What follows belongs to an exercise in optimizing a design on an open flow for a short achievable clock period and few clock cycles; a production flow would make more cautious choices.
Only simulation tests tie the RTL to the original design; equivalence was not proved.
Power figures rest on the tool's default switching activity, not on a simulated workload.

==> design.v <==
`timescale 1ns/100ps
package rv_core_pkg;
    parameter int xlen = 32;
    typedef logic [xlen-1:0] xword_t;
    typedef logic [4:0]      reg_idx_t;
    typedef union packed {
        struct packed {
            logic [6:0] funct7;
            logic [4:0] rs2;
            logic [4:0] rs1;
            logic [2:0] funct3;
            logic [4:0] rd;
            logic [6:0] opcode;
        } r_fmt;
        struct packed {
            logic [11:0] imm;
            logic [4:0]  rs1;
            logic [2:0]  funct3;
            logic [4:0]  rd;
            logic [6:0]  opcode;
        } i_fmt;
        struct packed {
            logic [6:0] imm_hi;
            logic [4:0] rs2;
            logic [4:0] rs1;
            logic [2:0] funct3;
            logic [4:0] imm_lo;
            logic [6:0] opcode;
        } s_fmt;
        struct packed {
            logic [19:0] imm;
            logic [4:0]  rd;
            logic [6:0]  opcode;
        } u_fmt;
    } instr_u;
    typedef enum logic [3:0] {
        grp_lui, grp_auipc, grp_jal, grp_jalr, grp_branch,
        grp_load, grp_store, grp_alu_imm, grp_alu_reg, grp_nop
    } op_group_e;
    typedef enum logic [3:0] {
        alu_add, alu_sub, alu_sll, alu_slt, alu_sltu,
        alu_xor, alu_srl, alu_sra, alu_or, alu_and
    } alu_op_e;
    typedef enum logic [1:0] {
        read_32, write_8, write_16, write_32
    } bus_len_e;
    typedef enum logic [1:0] {
        size_byte, size_half, size_word
    } mem_size_e;
endpackage
`timescale 1ns/100ps
module rv_core #(
    parameter logic [31:0] reset_pc = 32'h0
) (
    input  logic        clk_cpu,
    input  logic        rst_n,
    input  logic        bus_ready,
    input  logic [31:0] bus_rdata,
    output logic        bus_req,
    output logic [31:0] bus_addr,
    output logic [31:0] bus_wdata,
    output logic [1:0]  bus_len
);
    localparam logic [6:0] opc_lui     = 7'b0110111;
    localparam logic [6:0] opc_auipc   = 7'b0010111;
    localparam logic [6:0] opc_jal     = 7'b1101111;
    localparam logic [6:0] opc_jalr    = 7'b1100111;
    localparam logic [6:0] opc_branch  = 7'b1100011;
    localparam logic [6:0] opc_load    = 7'b0000011;
    localparam logic [6:0] opc_store   = 7'b0100011;
    localparam logic [6:0] opc_alu_imm = 7'b0010011;
    localparam logic [6:0] opc_alu_reg = 7'b0110011;
    logic [31:0] fa_q;
    logic        fetch_ok_q;
    logic        dr_valid_q;
    logic [31:0] dr_addr_q;
    logic [31:0] dr_wdata_q;
    logic [1:0]  dr_len_q;
    logic        dr_load_q;
    logic [4:0]  dr_rd_q;
    logic [1:0]  dr_size_q;
    logic        dr_sign_q;
    logic        out_q;
    logic        out_fetch_q;
    logic        out_discard_q;
    logic [31:0] out_pc_q;
    logic        out_pred_q;
    logic [1:0]  out_bidx_q;
    logic        out_load_q;
    logic [4:0]  out_rd_q;
    logic [1:0]  out_size_q;
    logic        out_sign_q;
    logic [1:0]  out_off_q;
    logic [1:0]  q_cnt_q;
    logic [31:0] q0_instr_q, q1_instr_q;
    logic [31:0] q0_pc_q, q1_pc_q;
    logic        q0_pred_q, q1_pred_q;
    logic [1:0]  q0_bidx_q, q1_bidx_q;
    logic        d_valid_q;
    logic [31:0] d_instr_q;
    logic [31:0] d_pc_q;
    logic        d_pred_q;
    logic [1:0]  d_bidx_q;
    logic [31:0] d_rs1v_q;
    logic [31:0] d_rs2v_q;
    logic [31:0] d_imm_q;
    logic        d_lui_q, d_auipc_q, d_jal_q, d_jalr_q, d_br_q, d_load_q, d_store_q;
    logic        d_alu_q;      
    logic        d_bimm_q;     
    logic        d_sub_q;
    logic        d_sra_q;
    logic [2:0]  d_f3_q;
    logic [4:0]  d_rs1_q, d_rs2_q, d_rd_q;
    logic        d_use1_q, d_use2_q;
    logic        d_wr_q;       
    logic        d_ldw_q;      
    logic [3:0]  btb_v_q;
    logic [29:0] btb_tag_q [0:3];
    logic [29:0] btb_tgt_q [0:3];
    logic [1:0]  btb_rr_q;
    logic [31:0] rf [1:31];
    logic bus_free, issue_data, issue_fetch;
    assign bus_free    = !out_q || bus_ready;
    assign issue_data  = dr_valid_q && bus_free;
    assign issue_fetch = !dr_valid_q && fetch_ok_q && bus_free;
    assign bus_req     = (dr_valid_q || fetch_ok_q) && bus_free;
    assign bus_addr    = dr_valid_q ? dr_addr_q : fa_q;
    assign bus_len     = dr_valid_q ? dr_len_q : 2'd0;
    assign bus_wdata   = dr_wdata_q;
    logic        resp, arr, ld_we;
    logic [31:0] ld_data;
    logic [7:0]  lane_b;
    logic [15:0] lane_h;
    assign resp  = out_q && bus_ready;
    assign arr   = resp && out_fetch_q && !out_discard_q;
    assign ld_we = resp && out_load_q && (out_rd_q != 5'd0);
    always_comb begin
        case (out_off_q)
            2'd0: lane_b = bus_rdata[7:0];
            2'd1: lane_b = bus_rdata[15:8];
            2'd2: lane_b = bus_rdata[23:16];
            default: lane_b = bus_rdata[31:24];
        endcase
        lane_h = out_off_q[1] ? bus_rdata[31:16] : bus_rdata[15:0];
        case (out_size_q)
            2'd0:    ld_data = {{24{out_sign_q & lane_b[7]}}, lane_b};
            2'd1:    ld_data = {{16{out_sign_q & lane_h[15]}}, lane_h};
            default: ld_data = bus_rdata;
        endcase
    end
    logic [3:0]  btb_hit;
    logic        pred_taken;
    logic [1:0]  pred_bidx;
    logic [29:0] pred_tgt;
    logic [31:0] pred_next;
    always_comb begin
        for (int i = 0; i < 4; i++) begin
            btb_hit[i] = btb_v_q[i] && (btb_tag_q[i] == fa_q[31:2]);
        end
        pred_taken = |btb_hit;
        pred_bidx  = {btb_hit[3] | btb_hit[2], btb_hit[3] | btb_hit[1]};
        pred_tgt   = '0;
        for (int i = 0; i < 4; i++) begin
            pred_tgt = pred_tgt | ({30{btb_hit[i]}} & btb_tgt_q[i]);
        end
        pred_next = pred_taken ? {pred_tgt, fa_q[1:0]} : fa_q + 32'd4;
    end
    logic        hazard, fire, ex_mem, dr_free;
    logic [31:0] sra_res, op_b, sum, diff, addsub, tgt, link, alu_res, result;
    logic        eq, lt, ltu, taken;
    logic        redirect;
    logic [31:0] redirect_pc;
    logic        ex_we;
    always_comb begin
        hazard = 1'b0;
        if (dr_valid_q && dr_load_q && dr_rd_q != 5'd0) begin
            if ((d_use1_q && d_rs1_q == dr_rd_q) || (d_use2_q && d_rs2_q == dr_rd_q) ||
                ((d_wr_q || d_ldw_q) && d_rd_q == dr_rd_q)) hazard = 1'b1;
        end
        if (out_q && out_load_q && out_rd_q != 5'd0) begin
            if ((d_use1_q && d_rs1_q == out_rd_q) || (d_use2_q && d_rs2_q == out_rd_q) ||
                ((d_wr_q || d_ldw_q) && d_rd_q == out_rd_q)) hazard = 1'b1;
        end
    end
    assign ex_mem  = d_load_q || d_store_q;
    assign dr_free = !dr_valid_q || bus_free;
    assign fire    = d_valid_q && !hazard && (!ex_mem || dr_free);
    assign op_b   = d_bimm_q ? d_imm_q : d_rs2v_q;
    assign sum    = d_rs1v_q + op_b;
    assign diff   = d_rs1v_q - op_b;
    assign addsub = d_sub_q ? diff : sum;
    assign eq     = d_rs1v_q == op_b;
    assign lt     = $signed(d_rs1v_q) < $signed(op_b);
    assign ltu    = d_rs1v_q < op_b;
    assign tgt    = d_pc_q + d_imm_q;
    assign link   = d_pc_q + 32'd4;
    assign sra_res = $signed(d_rs1v_q) >>> op_b[4:0];
    always_comb begin
        case (d_f3_q)
            3'b000:  alu_res = addsub;
            3'b001:  alu_res = d_rs1v_q << op_b[4:0];
            3'b010:  alu_res = {31'd0, lt};
            3'b011:  alu_res = {31'd0, ltu};
            3'b100:  alu_res = d_rs1v_q ^ op_b;
            3'b101:  alu_res = d_sra_q ? sra_res : d_rs1v_q >> op_b[4:0];
            3'b110:  alu_res = d_rs1v_q | op_b;
            default: alu_res = d_rs1v_q & op_b;
        endcase
        if (d_lui_q)                 result = d_imm_q;
        else if (d_auipc_q)          result = tgt;
        else if (d_jal_q || d_jalr_q) result = link;
        else                         result = alu_res;
    end
    always_comb begin
        case (d_f3_q)
            3'b000:  taken = eq;
            3'b001:  taken = !eq;
            3'b100:  taken = lt;
            3'b101:  taken = !lt;
            3'b110:  taken = ltu;
            3'b111:  taken = !ltu;
            default: taken = 1'b0;
        endcase
    end
    always_comb begin
        redirect    = 1'b0;
        redirect_pc = link;
        if (d_jalr_q) begin
            redirect    = 1'b1;
            redirect_pc = {sum[31:1], 1'b0};
        end else if (d_br_q) begin
            redirect    = taken != d_pred_q;
            redirect_pc = taken ? tgt : link;
        end else if (d_jal_q) begin
            redirect    = !d_pred_q;
            redirect_pc = tgt;
        end else begin
            redirect    = d_pred_q;
            redirect_pc = link;
        end
        redirect = redirect && fire;
    end
    assign ex_we = fire && d_wr_q;
    logic        d_free, hold, pop, push, d_valid_n, fetch_in_n;
    logic [1:0]  q_cnt_n;
    logic [31:0] n_instr, n_pc;
    logic        n_pred;
    logic [1:0]  n_bidx;
    assign d_free    = !d_valid_q || fire;
    assign hold      = d_valid_q && !fire;
    assign pop       = d_free && (q_cnt_q != 2'd0);
    assign push      = arr && !(d_free && q_cnt_q == 2'd0);
    assign d_valid_n = !redirect && (hold || q_cnt_q != 2'd0 || arr);
    assign q_cnt_n   = redirect ? 2'd0 : q_cnt_q - {1'b0, pop} + {1'b0, push};
    assign fetch_in_n = !redirect && (issue_fetch || (out_q && out_fetch_q && !out_discard_q && !bus_ready));
    assign n_instr = (q_cnt_q != 2'd0) ? q0_instr_q : bus_rdata;
    assign n_pc    = (q_cnt_q != 2'd0) ? q0_pc_q    : out_pc_q;
    assign n_pred  = (q_cnt_q != 2'd0) ? q0_pred_q  : out_pred_q;
    assign n_bidx  = (q_cnt_q != 2'd0) ? q0_bidx_q  : out_bidx_q;
    logic [6:0]  n_opc;
    logic        n_lui, n_auipc, n_jal, n_jalr, n_br, n_load, n_store, n_opi, n_op;
    logic [31:0] n_imm;
    logic [4:0]  n_rd;
    assign n_opc   = n_instr[6:0];
    assign n_lui   = n_opc == opc_lui;
    assign n_auipc = n_opc == opc_auipc;
    assign n_jal   = n_opc == opc_jal;
    assign n_jalr  = n_opc == opc_jalr;
    assign n_br    = n_opc == opc_branch;
    assign n_load  = n_opc == opc_load;
    assign n_store = n_opc == opc_store;
    assign n_opi   = n_opc == opc_alu_imm;
    assign n_op    = n_opc == opc_alu_reg;
    assign n_rd    = n_instr[11:7];
    always_comb begin
        if (n_store)
            n_imm = {{20{n_instr[31]}}, n_instr[31:25], n_instr[11:7]};
        else if (n_br)
            n_imm = {{19{n_instr[31]}}, n_instr[31], n_instr[7], n_instr[30:25], n_instr[11:8], 1'b0};
        else if (n_lui || n_auipc)
            n_imm = {n_instr[31:12], 12'b0};
        else if (n_jal)
            n_imm = {{11{n_instr[31]}}, n_instr[31], n_instr[19:12], n_instr[20], n_instr[30:21], 1'b0};
        else
            n_imm = {{20{n_instr[31]}}, n_instr[31:20]};
    end
    logic [31:0] rd_bus1, rd_bus2, rd_q1, rd_q2, rd_d1, rd_d2;
    function automatic [31:0] rf_read(input [4:0] idx, input [31:0] rfv, input exw,
                                      input [4:0] exrd, input [31:0] exv, input ldw,
                                      input [4:0] ldrd, input [31:0] ldv);
        begin
            if (idx == 5'd0)             rf_read = 32'd0;
            else if (exw && exrd == idx) rf_read = exv;
            else if (ldw && ldrd == idx) rf_read = ldv;
            else                         rf_read = rfv;
        end
    endfunction
    logic [31:0] rfr [0:31];
    always_comb begin
        rfr[0] = 32'd0;
        for (int i = 1; i < 32; i++) rfr[i] = rf[i];
    end
    logic [31:0] rf_bus1, rf_bus2, rf_q1, rf_q2, rf_d1, rf_d2;
    assign rf_bus1 = rfr[bus_rdata[19:15]];
    assign rf_bus2 = rfr[bus_rdata[24:20]];
    assign rf_q1   = rfr[q0_instr_q[19:15]];
    assign rf_q2   = rfr[q0_instr_q[24:20]];
    assign rf_d1   = rfr[d_rs1_q];
    assign rf_d2   = rfr[d_rs2_q];
    assign rd_bus1 = rf_read(bus_rdata[19:15], rf_bus1, ex_we, d_rd_q, result, ld_we, out_rd_q, ld_data);
    assign rd_bus2 = rf_read(bus_rdata[24:20], rf_bus2, ex_we, d_rd_q, result, ld_we, out_rd_q, ld_data);
    assign rd_q1   = rf_read(q0_instr_q[19:15], rf_q1, ex_we, d_rd_q, result, ld_we, out_rd_q, ld_data);
    assign rd_q2   = rf_read(q0_instr_q[24:20], rf_q2, ex_we, d_rd_q, result, ld_we, out_rd_q, ld_data);
    assign rd_d1   = rf_read(d_rs1_q, rf_d1, 1'b0, d_rd_q, result, ld_we, out_rd_q, ld_data);
    assign rd_d2   = rf_read(d_rs2_q, rf_d2, 1'b0, d_rd_q, result, ld_we, out_rd_q, ld_data);
    always_ff @(posedge clk_cpu) begin
        if (!rst_n) begin
            fa_q          <= reset_pc;
            fetch_ok_q    <= 1'b1;
            dr_valid_q    <= 1'b0;
            out_q         <= 1'b0;
            out_fetch_q   <= 1'b0;
            out_discard_q <= 1'b0;
            out_load_q    <= 1'b0;
            q_cnt_q       <= 2'd0;
            d_valid_q     <= 1'b0;
            btb_v_q       <= 4'd0;
            btb_rr_q      <= 2'd0;
        end else begin
            if (redirect)         fa_q <= redirect_pc;
            else if (issue_fetch) fa_q <= pred_next;
            fetch_ok_q <= ({2'b0, d_valid_n} + {1'b0, q_cnt_n} + {2'b0, fetch_in_n}) <= 3'd2;
            if (fire && ex_mem)  dr_valid_q <= 1'b1;
            else if (issue_data) dr_valid_q <= 1'b0;
            if (issue_data) begin
                out_q         <= 1'b1;
                out_fetch_q   <= 1'b0;
                out_discard_q <= 1'b0;
                out_load_q    <= dr_load_q;
            end else if (issue_fetch) begin
                out_q         <= 1'b1;
                out_fetch_q   <= 1'b1;
                out_discard_q <= redirect;
                out_load_q    <= 1'b0;
            end else begin
                if (bus_ready) out_q <= 1'b0;
                if (redirect)  out_discard_q <= 1'b1;
            end
            q_cnt_q   <= q_cnt_n;
            d_valid_q <= d_valid_n;
            if (fire && (d_br_q || d_jal_q) && !d_pred_q && (d_jal_q || taken)) begin
                for (int i = 0; i < 4; i++) begin
                    if (btb_rr_q == i) btb_v_q[i] <= 1'b1;
                end
                btb_rr_q <= btb_rr_q + 2'd1;
            end else if (fire && d_br_q && d_pred_q && !taken) begin
                for (int i = 0; i < 4; i++) begin
                    if (d_bidx_q == i) btb_v_q[i] <= 1'b0;
                end
            end
        end
    end
    always_ff @(posedge clk_cpu) begin
        if (fire && (d_br_q || d_jal_q) && !d_pred_q && (d_jal_q || taken)) begin
            for (int i = 0; i < 4; i++) begin
                if (btb_rr_q == i) begin
                    btb_tag_q[i] <= d_pc_q[31:2];
                    btb_tgt_q[i] <= tgt[31:2];
                end
            end
        end
        if (fire && ex_mem) begin
            dr_addr_q <= sum;
            dr_load_q <= d_load_q;
            dr_rd_q   <= d_load_q ? d_rd_q : 5'd0;
            dr_size_q <= d_f3_q[1:0];
            dr_sign_q <= !d_f3_q[2];
            case (d_f3_q[1:0])
                2'b00:   dr_wdata_q <= {4{d_rs2v_q[7:0]}};
                2'b01:   dr_wdata_q <= {2{d_rs2v_q[15:0]}};
                default: dr_wdata_q <= d_rs2v_q;
            endcase
            if (d_load_q)                 dr_len_q <= 2'd0;
            else if (d_f3_q[1:0] == 2'b00) dr_len_q <= 2'd1;
            else if (d_f3_q[1:0] == 2'b01) dr_len_q <= 2'd2;
            else                          dr_len_q <= 2'd3;
        end
        if (issue_data) begin
            out_rd_q   <= dr_rd_q;
            out_size_q <= dr_size_q;
            out_sign_q <= dr_sign_q;
            out_off_q  <= dr_addr_q[1:0];
        end else if (issue_fetch) begin
            out_rd_q   <= 5'd0;
            out_pc_q   <= fa_q;
            out_pred_q <= pred_taken;
            out_bidx_q <= pred_bidx;
        end
        if (pop) begin
            q0_instr_q <= (q_cnt_q == 2'd2) ? q1_instr_q : bus_rdata;
            q0_pc_q    <= (q_cnt_q == 2'd2) ? q1_pc_q    : out_pc_q;
            q0_pred_q  <= (q_cnt_q == 2'd2) ? q1_pred_q  : out_pred_q;
            q0_bidx_q  <= (q_cnt_q == 2'd2) ? q1_bidx_q  : out_bidx_q;
            q1_instr_q <= bus_rdata;
            q1_pc_q    <= out_pc_q;
            q1_pred_q  <= out_pred_q;
            q1_bidx_q  <= out_bidx_q;
        end else if (push) begin
            if (q_cnt_q == 2'd0) begin
                q0_instr_q <= bus_rdata;
                q0_pc_q    <= out_pc_q;
                q0_pred_q  <= out_pred_q;
                q0_bidx_q  <= out_bidx_q;
            end else begin
                q1_instr_q <= bus_rdata;
                q1_pc_q    <= out_pc_q;
                q1_pred_q  <= out_pred_q;
                q1_bidx_q  <= out_bidx_q;
            end
        end
        if (hold) begin
            d_rs1v_q <= rd_d1;
            d_rs2v_q <= rd_d2;
        end else begin
            d_rs1v_q <= (q_cnt_q != 2'd0) ? rd_q1 : rd_bus1;
            d_rs2v_q <= (q_cnt_q != 2'd0) ? rd_q2 : rd_bus2;
            d_instr_q <= n_instr;
            d_pc_q    <= n_pc;
            d_pred_q  <= n_pred;
            d_bidx_q  <= n_bidx;
            d_imm_q   <= n_imm;
            d_lui_q   <= n_lui;
            d_auipc_q <= n_auipc;
            d_jal_q   <= n_jal;
            d_jalr_q  <= n_jalr;
            d_br_q    <= n_br;
            d_load_q  <= n_load;
            d_store_q <= n_store;
            d_alu_q   <= n_op || n_opi;
            d_bimm_q  <= n_opi || n_load || n_store || n_jalr;
            d_sub_q   <= n_op && n_instr[30];
            d_sra_q   <= n_instr[30];
            d_f3_q    <= (n_op || n_opi || n_br || n_load || n_store) ? n_instr[14:12] : 3'b000;
            d_rs1_q   <= n_instr[19:15];
            d_rs2_q   <= n_instr[24:20];
            d_rd_q    <= n_rd;
            d_use1_q  <= n_jalr || n_br || n_load || n_store || n_opi || n_op;
            d_use2_q  <= n_br || n_store || n_op;
            d_wr_q    <= (n_lui || n_auipc || n_jal || n_jalr || n_opi || n_op) && (n_rd != 5'd0);
            d_ldw_q   <= n_load && (n_rd != 5'd0);
        end
    end
    always_ff @(posedge clk_cpu) begin
        if (!rst_n) begin
            for (int i = 1; i < 32; i++) begin
                rf[i] <= '0;
            end
        end else begin
            for (int i = 1; i < 32; i++) begin
                if (ex_we && d_rd_q == i)      rf[i] <= result;
                else if (ld_we && out_rd_q == i) rf[i] <= ld_data;
            end
        end
    end
endmodule
==> run.sh <==
#!/bin/bash
# synth_recipe.tcl (not shown) runs the flow's synth.tcl, then flattens the netlist and writes it again
# the make line also repeats each setting of config.mk as NAME=value (left out here)
make -C /OpenROAD-flow-scripts/flow DESIGN_CONFIG=/design/flow/config.mk WORK_HOME=/design/flow/orfs CLKGATE_MAP_FILE= SYNTH_SCRIPT=/design/flow/synth_recipe.tcl finish
==> config.mk <==
export PLATFORM = sky130hd
export DESIGN_NAME = rv_core
export DESIGN_NICKNAME = rv_core
export VERILOG_FILES = /design/flow/design.v
export SDC_FILE = /design/flow/constraint.sdc
export NUM_CORES = 4
export LEC_CHECK = 0
export CAP_MARGIN = 20
export CORE_MARGIN = 2
export CORE_UTILIZATION = 40
export SLEW_MARGIN = 20
==> constraint.sdc <==
create_clock -name core_clock -period 8.5 [get_ports {clk_cpu}]
set_input_delay 1.7000 -clock core_clock [delete_from_list [all_inputs] [get_ports {clk_cpu}]]
set_output_delay 1.7000 -clock core_clock [all_outputs]
set_load 0.01 [all_outputs]
==> notes.md <==
Outcome: did not finish
Exit stage: global routing
Stop err: [ERROR GRT-0116] Global routing finished with congestion. Check the congestion regions in the DRC Viewer.
Syn Area/Cell: 8.024 sq um
Seq/Total Area, Yosys: 32.58%
Placement Setup Slack: 1.452 ns
Chip width: 557.2 um
Hold buffers post-CTS: 0
Clk sink count: 1696
Total gr overflow: 2808
H-Tree Depth: 4
Asr flop ratio synth: 0%
Cell area after synthesis: 0.1224 sq mm
Total global-route track usage: 92.14%
Row count: 203
Die H: 557.2 um
Yosys reg bits: 1696
Initial Util: 40.10%
Synth Flop Type: dfxtp_1
PortBufs: 101
GPL Wtd Cong: 1.311
I/O pins: 102
Cells after synthesis: 15258
First-pass GRT wire length: 1978000 um
Num CTS Buffers: 205
Root buf cell: clkbuf_16
Placed instance area: 0.1333 sq mm
Post-DP HPWL: 892200 um
Yosys cell types: 101
Syn_nets: 15435
Area contributors post-synth: dfxtp_1 18%, a22oi_1 15%, edfxtp_1 15%, nand2_1 5.0%, clkbuf_1 4.2%
Synth top area share: 18.04%
Leading area contributor after synthesis: dfxtp_1
CTS resizes: 0
Post CTS Setup Buffer Count: 0
Vias in the first global route: 182178
Number of synthesized flops with an enable pin: 593
Synth warn: 5
Maximum root-to-sink buffer count: 4
Largest net degree at the start of global routing: 170
[through the flow]
step	instances	util [%]	total power, mW
CTS	19188	46.01	45.29
detailed placement	18808	43.67	35.79
floorplan	15258	-	21.77
global placement	18803	43.63	35.78
[cells in the mapped netlist (176+ instances only)]
master and number:
dfxtp_1 1103, a222oi_1 181, o211ai_1 417, nand4_1 467
edfxtp_1 593, nand2_1 1637, nand3_1 387, a21oi_1 864
nor3_1 231, a22oi_1 2466, nor2_1 1062, o22ai_1 179
a211oi_1 216, xnor2_1 221, buf_1 178, inv_1 176
o21ai_0 936, o2111ai_1 220, clkbuf_1 1356
[layer usage]
metal	GRT overflow	global-route usage, %
met5	85	75.10
met4	714	88.56
met3	589	87.40
met2	929	97.08
met1	491	93.81
[power groups by stage]
stage,logic [mW],registers [mW],clock network (mW)
2_1_floorplan,11.0,10.7,0
3_3_place_gp,23.9,11.9,0
3_5_place_dp,23.9,11.9,0
4_1_cts,23.9,11.8,9.55
[how the worst max path moves through the flow]
| stage | startpoint | end | depth (start not counted) |
|---|---|---|---|
| after floorplan | bus_ready | q0_bidx_q[0]$_DFFE_PP_ | 7 |
| after global placement | bus_ready | rf[31][13]$_SDFFE_PN0P_ | 12 |
| after detailed placement | bus_ready | rf[31][13]$_SDFFE_PN0P_ | 13 |
| after CTS | d_bimm_q$_DFFE_PP_ | fetch_ok_q$_SDFF_PN1_ | 16 |
[logic make-up after synthesis]
logic type,Yosys count,share of synthesized area (%)
AOI/OAI and AO/OA,6491,37.35
adders and majority gates,142,1.476
buffers and inverters,1818,5.733
and+or+nand+nor,4459,16.99
DFF,1696,32.58
muxes,354,3.747
xor gates and xnor gates,298,2.132
Testbench counts, summed over its fixed seeds: cycles 22,672.
